This is an optimization exercise on Yosys and OpenROAD, whose aim is small area, a short achievable clock period and few clock cycles per item, not a production implementation. Function was checked by simulation only, so behaviour that the tests miss may differ from the original. Power is estimated from default activity; no workload was simulated.

**flow/config.mk**
```make
export PLATFORM = sky130hd
export DESIGN_NAME = systolic_array_nxn
export DESIGN_NICKNAME = systolic_array_nxn
export VERILOG_FILES = /design/flow/design.v
export SDC_FILE = /design/flow/constraint.sdc
export NUM_CORES = 4
export LEC_CHECK = 0
export CAP_MARGIN = 20
export CORE_MARGIN = 2
export CORE_UTILIZATION = 40
export SLEW_MARGIN = 20
```
**flow/constraint.sdc**
```tcl
create_clock -name core_clock -period 6.0 [get_ports {clk}]
set_input_delay 1.2000 -clock core_clock [delete_from_list [all_inputs] [get_ports {clk}]]
set_output_delay 1.2000 -clock core_clock [all_outputs]
set_load 0.01 [all_outputs]
```
**flow/design.v**
```verilog
module systolic_array_nxn #(
    parameter int unsigned N      = 4,
    parameter int unsigned DATA_W = 8,
    parameter int unsigned K_MAX  = 16,
    parameter int unsigned ACC_W  = 20,
    localparam int unsigned KW    = $clog2(K_MAX + 1)
) (
    input  logic                   clk,
    input  logic                   rst,
    input  logic                   enable,
    input  logic                   start,
    input  logic [KW-1:0]          k_len,
    input  logic                   in_valid,
    input  logic [N*DATA_W-1:0]    a_col,
    input  logic [N*DATA_W-1:0]    b_row,
    input  logic                   out_ready,
    output logic                   busy,
    output logic                   in_ready,
    output logic                   out_valid,
    output logic [N*N*ACC_W-1:0]   c_flat,
    output logic                   ovf
);
    localparam int unsigned CW = $clog2(2 * N);
    localparam int unsigned PW = 2 * DATA_W;
    localparam logic [1:0] StIdle  = 2'd0;
    localparam logic [1:0] StFeed  = 2'd1;
    localparam logic [1:0] StDrain = 2'd2;
    localparam logic [1:0] StDone  = 2'd3;
    logic [1:0]        state_q, state_d;
    logic [KW-1:0]     k_q, k_d, beat_q, beat_d;
    logic [CW-1:0]     cnt_q, cnt_d;
    logic              busy_q, busy_d, rdy_q, rdy_d, out_valid_q, out_valid_d;
    logic [DATA_W-1:0] a_sk_q [N][N-1];
    logic [DATA_W-1:0] a_sk_d [N][N-1];
    logic [DATA_W-1:0] b_sk_q [N][N-1];
    logic [DATA_W-1:0] b_sk_d [N][N-1];
    logic [DATA_W-1:0] a_q    [N][N-1];
    logic [DATA_W-1:0] a_d    [N][N-1];
    logic [DATA_W-1:0] b_q    [N-1][N];
    logic [DATA_W-1:0] b_d    [N-1][N];
    logic [ACC_W-1:0]  acc_q  [N][N];
    logic [ACC_W-1:0]  acc_d  [N][N];
    logic [DATA_W-1:0] a_tap  [N][N];
    logic [DATA_W-1:0] b_tap  [N][N];
    logic [DATA_W-1:0] pe_a   [N][N];
    logic [DATA_W-1:0] pe_b   [N][N];
    logic [PW-1:0]     prod   [N][N];
    logic [ACC_W-1:0]  sum    [N][N];
    logic accept, advance, clear;
    assign in_ready = rdy_q & enable;
    assign accept   = in_valid & in_ready;
    assign advance  = (state_q == StFeed) || (state_q == StDrain);
    assign clear    = (state_q == StIdle) && start;
    always_comb begin
        for (int i = 0; i < N; i++) begin
            a_tap[i][0] = accept ? a_col[i*DATA_W +: DATA_W] : '0;
            b_tap[i][0] = accept ? b_row[i*DATA_W +: DATA_W] : '0;
            for (int s = 1; s < N; s++) begin
                a_tap[i][s] = a_sk_q[i][s-1];
                b_tap[i][s] = b_sk_q[i][s-1];
            end
        end
        for (int i = 0; i < N; i++) begin
            pe_a[i][0] = a_tap[i][i];
            pe_b[0][i] = b_tap[i][i];
            for (int j = 1; j < N; j++) begin
                pe_a[i][j] = a_q[i][j-1];
                pe_b[j][i] = b_q[j-1][i];
            end
        end
        for (int i = 0; i < N; i++) begin
            for (int j = 0; j < N; j++) begin
                prod[i][j] = PW'(pe_a[i][j]) * PW'(pe_b[i][j]);
                sum[i][j]  = ACC_W'(acc_q[i][j]) + ACC_W'(prod[i][j]);
            end
        end
    end
    always_comb begin
        state_d = state_q;
        k_d     = k_q;
        beat_d  = beat_q;
        cnt_d   = cnt_q;
        for (int i = 0; i < N; i++) begin
            for (int s = 0; s < N - 1; s++) begin
                a_sk_d[i][s] = a_sk_q[i][s];
                b_sk_d[i][s] = b_sk_q[i][s];
                a_d[i][s]    = a_q[i][s];
                b_d[s][i]    = b_q[s][i];
            end
            for (int j = 0; j < N; j++) acc_d[i][j] = acc_q[i][j];
        end
        if (advance) begin
            for (int i = 0; i < N; i++) begin
                for (int s = 0; s < N - 1; s++) begin
                    a_sk_d[i][s] = a_tap[i][s];
                    b_sk_d[i][s] = b_tap[i][s];
                    a_d[i][s]    = pe_a[i][s];
                    b_d[s][i]    = pe_b[s][i];
                end
                for (int j = 0; j < N; j++) acc_d[i][j] = sum[i][j];
            end
        end
        if (clear) begin
            for (int i = 0; i < N; i++) begin
                for (int s = 0; s < N - 1; s++) begin
                    a_sk_d[i][s] = '0;
                    b_sk_d[i][s] = '0;
                    a_d[i][s]    = '0;
                    b_d[s][i]    = '0;
                end
                for (int j = 0; j < N; j++) acc_d[i][j] = '0;
            end
        end
        case (state_q)
            StIdle: begin
                if (start) begin
                    k_d     = k_len;
                    beat_d  = '0;
                    state_d = (k_len == '0) ? StDone : StFeed;
                end
            end
            StFeed: begin
                if (accept) begin
                    beat_d = beat_q + KW'(1);
                    if (beat_q == k_q - KW'(1)) begin
                        state_d = StDrain;
                        cnt_d   = CW'(2 * N - 1);
                    end
                end
            end
            StDrain: begin
                if (cnt_q == '0) state_d = StDone;
                else             cnt_d   = cnt_q - CW'(1);
            end
            StDone: begin
                if (out_valid_q && out_ready) state_d = StIdle;
            end
            default: state_d = StIdle;
        endcase
        busy_d      = (state_d != StIdle);
        rdy_d       = (state_d == StFeed);
        out_valid_d = (state_d == StDone);
    end
    always_ff @(posedge clk or posedge rst) begin
        if (rst) begin
            state_q     <= StIdle;
            k_q         <= '0;
            beat_q      <= '0;
            cnt_q       <= '0;
            busy_q      <= 1'b0;
            rdy_q       <= 1'b0;
            out_valid_q <= 1'b0;
            for (int i = 0; i < N; i++) begin
                for (int s = 0; s < N - 1; s++) begin
                    a_sk_q[i][s] <= '0;
                    b_sk_q[i][s] <= '0;
                    a_q[i][s]    <= '0;
                    b_q[s][i]    <= '0;
                end
                for (int j = 0; j < N; j++) acc_q[i][j] <= '0;
            end
        end else if (enable) begin
            state_q     <= state_d;
            k_q         <= k_d;
            beat_q      <= beat_d;
            cnt_q       <= cnt_d;
            busy_q      <= busy_d;
            rdy_q       <= rdy_d;
            out_valid_q <= out_valid_d;
            for (int i = 0; i < N; i++) begin
                for (int s = 0; s < N - 1; s++) begin
                    a_sk_q[i][s] <= a_sk_d[i][s];
                    b_sk_q[i][s] <= b_sk_d[i][s];
                    a_q[i][s]    <= a_d[i][s];
                    b_q[s][i]    <= b_d[s][i];
                end
                for (int j = 0; j < N; j++) acc_q[i][j] <= acc_d[i][j];
            end
        end
    end
    always_comb begin
        for (int i = 0; i < N; i++) begin
            for (int j = 0; j < N; j++) begin
                c_flat[(i*N+j)*ACC_W +: ACC_W] = acc_q[i][j];
            end
        end
    end
    assign busy      = busy_q;
    assign out_valid = out_valid_q;
    assign ovf       = 1'b0;
endmodule
```
**flow/run.sh**
```bash
#!/bin/bash
# synth_recipe.tcl (not shown) runs the flow's synth.tcl, then flattens the netlist and writes it again
# the make line also repeats each setting of config.mk as NAME=value (left out here)
make -C /OpenROAD-flow-scripts/flow DESIGN_CONFIG=/design/flow/config.mk WORK_HOME=/design/flow/orfs CLKGATE_MAP_FILE= SYNTH_SCRIPT=/design/flow/synth_recipe.tcl finish
```
==> run summary <==
-- cell type report --
cell class,instances,area (sq um)
inverter,1390,5220
clock buffer,107,2330
antenna,4,10.0
clock inverter,47,579
fill,15400,86700
sequential,626,15700
multi-input combinational,4545,42800
timing repair buffer,496,4930
tap,2160,2700
-- sequential cells by signal, indices dropped and copies added (netlist names) --
name / count
a_q: 96
rdy_q: 1
cnt_q: 3
busy_q: 1
out_valid_q: 1
state_q: 2
b_sk_q: 48
b_q: 96
k_q: 5
beat_q: 5
acc_q: 320
a_sk_q: 48
-- metal layers --
| metal | vias to the layer above | share of wire (%) | track usage (%) |
|---|---|---|---|
| li1 | 22600 | - | - |
| met1 | 24900 | 44 | 30.9 |
| met2 | 1094 | 47 | 37.5 |
| met3 | 227 | 6.0 | 4.48 |
| met4 | 10 | 2.8 | 6.59 |
| met5 | - | 0.031 | 0 |
-- per-stage QoR --
| stage | power, mW | instances |
|---|---|---|
| 2_1_floorplan | 7.34 | 6906 |
| 3_3_place_gp | 9.24 | 9216 |
| 3_5_place_dp | 9.28 | 9217 |
| 4_1_cts | 14.8 | 9371 |
| 5_1_grt | 15.4 | 9372 |
| 6_report | 14.6 | 9375 |
-- power by group through the flow --
stage | logic, mW | clock network (mW) | registers, mW
6_report | 4.02 | 5.39 | 5.17
3_5_place_dp | 4.04 | 0 | 5.25
5_1_grt | 4.45 | 5.69 | 5.23
4_1_cts | 4.06 | 5.53 | 5.18
2_1_floorplan | 2.47 | 0 | 4.87
3_3_place_gp | 3.99 | 0 | 5.25
-- worst reg2reg max path, cell delays in order (launching register included) --
cell,delay (ns)
dfrtp_1,0.71
nand2_1,0.16
fa_1,0.51
inv_1,0.05
ha_1,0.27
ha_1,0.28
inv_1,0.05
fa_1,0.48
inv_1,0.05
ha_1,0.21
fa_1,0.49
a211oi_1,0.25
nor2_1,0.12
a221oi_2,0.46
o21ai_0,0.20
o311a_1,0.33
or3_1,0.31
a32o_1,0.25
-- what timing repair did --
| item | 4_1_cts | 5_1_grt |
|---|---|---|
| gates resized for setup | 0 | 1 |
| endpoints found under the setup margin | 0 | 1 |
| hold buffers | 0 | 0 |
-- worst max path at each step --
stage | start | end | slack [ns] | cells past startpoint
6_report | in_valid | acc_q[0][13] | 0.37 | 19
5_1_grt | enable | acc_q[0][17] | 0.03 | 19
4_1_cts | in_valid | acc_q[0][17] | 0.39 | 19
3_5_place_dp | in_valid | acc_q[0][17] | -0.38 | 19
3_3_place_gp | in_valid | acc_q[0][17] | -0.25 | 19
2_1_floorplan | rst | a_q[0][0] | -3.75 | 1
-- logic make-up after synthesis --
family | synth area share (%)
xor+xnor | 2.41
compound gates | 13.0
buf+inv | 10.0
simple gates | 12.8
flops | 24.1
fa+ha+maj | 37.5
mux | 0.173
other cells | 0.00577
-- synth_stat cells (all sizes together) (10+ instances only) --
| master | count |
|---|---|
| nor2b | 23 |
| xnor2 | 64 |
| nor2 | 110 |
| nand2b | 20 |
| clkbuf | 328 |
| o21a | 32 |
| inv | 1390 |
| nand3 | 80 |
| o21bai | 29 |
| or3 | 18 |
| o31ai | 15 |
| and2 | 537 |
| dfrtp | 626 |
| a22o | 312 |
| o21ai | 320 |
| and3 | 54 |
| nand2 | 722 |
| a32o | 17 |
| ha | 665 |
| nand4 | 21 |
| o211ai | 25 |
| a21boi | 10 |
| fa | 800 |
| or2 | 15 |
| a31oi | 25 |
| a211oi | 47 |
| xor2 | 115 |
| a21oi | 141 |
| nor3 | 45 |
| nor3b | 12 |
| a21o | 81 |
| buf | 17 |
| o22ai | 57 |
==> impl_metrics.tcl <==
set metrics [dict create \
    status "timing/DRC/antenna clean" \
    dpl_worst_slack_ns -0.383 \
    syn_to_final_growth_pct 14.3 \
    grt_max_degree 122 \
    avgViaCountPerCell 5.21 \
    post_dp_cell_area_sq_um 71400 \
    worstSetupStartpointType "input pin" \
    path_buf_inv 4 \
    final_area_sq_um 74300 \
    synthDominantCellAreaShare_pct 24.7 \
    cts_tree "built" \
    floorplan.initialDensity_pct 40.4 \
    min_to "cnt_q[0]" \
    final_common_cell "inv_1" \
    firstDrtPassIters 5 \
    final_core_util_pct 46.2 \
    rr_worst_depth 17 \
    ys_seq_area_share_pct 24.1 \
    antenna_left 0 \
    dieWidth_um 407 \
    tns_ns 0 \
    holdCritStartpoint "cnt_q[0]" \
    syn-cell-area_sq_um 65000 \
    post-dp-hpwl_mm 144 \
    seq_power_share_pct 35.4 \
    drc 0 \
    setup_ws_ns 0.375 \
    hold_path_depth 1 \
    cts_sinks 626 \
    synth.distinct_cells 73 \
    cp_common_cell "fa_1" \
    final_min_period_over_clock_period_pct 93.8 \
    antenna_found_initial 7 \
    layout_common_cells "inv_1 (1,389), fa_1 (800), nand2_1 (720)" \
    max-cap-violations 0 \
    p_switching_mw 5.55 \
    final_hold_viol_count 0 \
    fmax_mhz 178 \
    path_class "input pin to flop" \
    globalRouteTotalUtil_pct 23.0 \
    r2r_end "acc_q[2][17]" \
    finalCriticalPeriod_ns 5.63 \
    setup_viol 0 \
    async_flop_share_pct 100 \
    p_leak_nw 38.1 \
    slew_headroom_pct 24.8 \
    max-vdd-ir-drop_mv 0.295 \
    via_count 48800 \
    yosys.area.top_type "fa_1" \
    power_density_nw_per_um2 196 \
    avgSynthCellArea_sq_um 9.41 \
    dieArea_sq_um 166000 \
    htree_levels 3 \
    internal_power_mw 9.04 \
    synth.area.top_cells "fa_1 (25%), dfrtp_1 (24%), ha_1 (13%), inv_1 (8.0%), and2_1 (5.2%)" \
    rrSetupSlack_ns 0.73 \
    cts_setup_buffers 0 \
    ys_seq_elements 626 \
    nets 8683 \
    globalplace.congestion 0.886 \
    rsz0062_at_grt "false" \
    worst_pin_slew_ns 1.12 \
    p_clk_share_pct 37.0 \
    wirelength_mm 186 \
    die_h_um 407 \
    crit_path_max_fanout 8 \
    grt_pass1_vias 51000 \
    core_sq_um 161000 \
    slew_viol_final 0 \
    syn_inst 6906 \
    dr.first_iter.drc_count 2768 \
    root_buffer "clkbuf_16" \
    grt_pass1_wl_mm 295 \
    cpLargestDelayFamily "adder cells" \
    r2r_start "a_q[1][2]" \
    pin_count 399 \
    clock_latency_ns 0.72 \
    fp-row-count 147 \
    clk_path_buf_depth 3 \
    synthFlopType "dfrtp_1" \
    path_cells "clkdlybuf4s50_1 > and3_2 > and2_1 > nand2_1 > fa_1 > inv_1 > fa_1 > fa_1 > inv_1 > fa_1 > inv_1 > ha_1 > or3_1 > o21bai_1 > a31oi_1 > nor2b_1 > o21a_1 > o311ai_0 > o21ai_0" \
    layout-drive-gt1-share_pct 3.92 \
    numCtsBuffers 84 \
    wire_per_inst_um 19.8 \
    max_stage_delay_ns 0.55 \
    setup.worst_path.end_class "flop" \
    yosys_warnings 17 \
    p_comb_share_pct 27.6 \
    io_buffers 397 \
    synth_edf_count 0 \
    switching_share_pct 38.0 \
    clock-skew-final_ns 0.0362 \
    clk_pin_slew_ns 0.06 \
    hold_class "flop to flop" \
    grt_remaining_overflow 0 \
    worst_path_max_delay_cell "fa_1" \
    worstPathArrival_ns 6.17 \
    fin_hold_ws_ns 0.481 \
    synth_fp_nets 8446 \
    required_ns 6.54 \
]
Testbench counts, summed over its fixed seeds: cycles 67,291, jobs 3,200.

==> port drivers added, routing unchanged <==
How much do the figures lean on ideal ports? The routed layout below was timed once more, with nothing changed but the port constraints.
Step 1 (the two cells are an assumption about what drives the block):
set clk [get_ports {clk}]
set_driving_cell -lib_cell sky130_fd_sc_hd__clkbuf_16 $clk
set_driving_cell -lib_cell sky130_fd_sc_hd__buf_2 [delete_from_list [all_inputs] $clk]
Step 2 also shifts input and output timing later by t, the mid clock arrival at the registers, as if the neighbouring blocks saw the same clock.
Three values: ideal ports, drivers, drivers and shift; two values: the first two.
t (ns): 0.778
setup slack, ns: 0.375 / 0.433 / -0.345
clock arrival spread, ns: 0.040 / 0.040
With both steps, setup timing fails in this run, where it was met with ideal ports. The setup slack of this run moves by +0.058 ns with the drivers and by -0.720 ns with both steps.
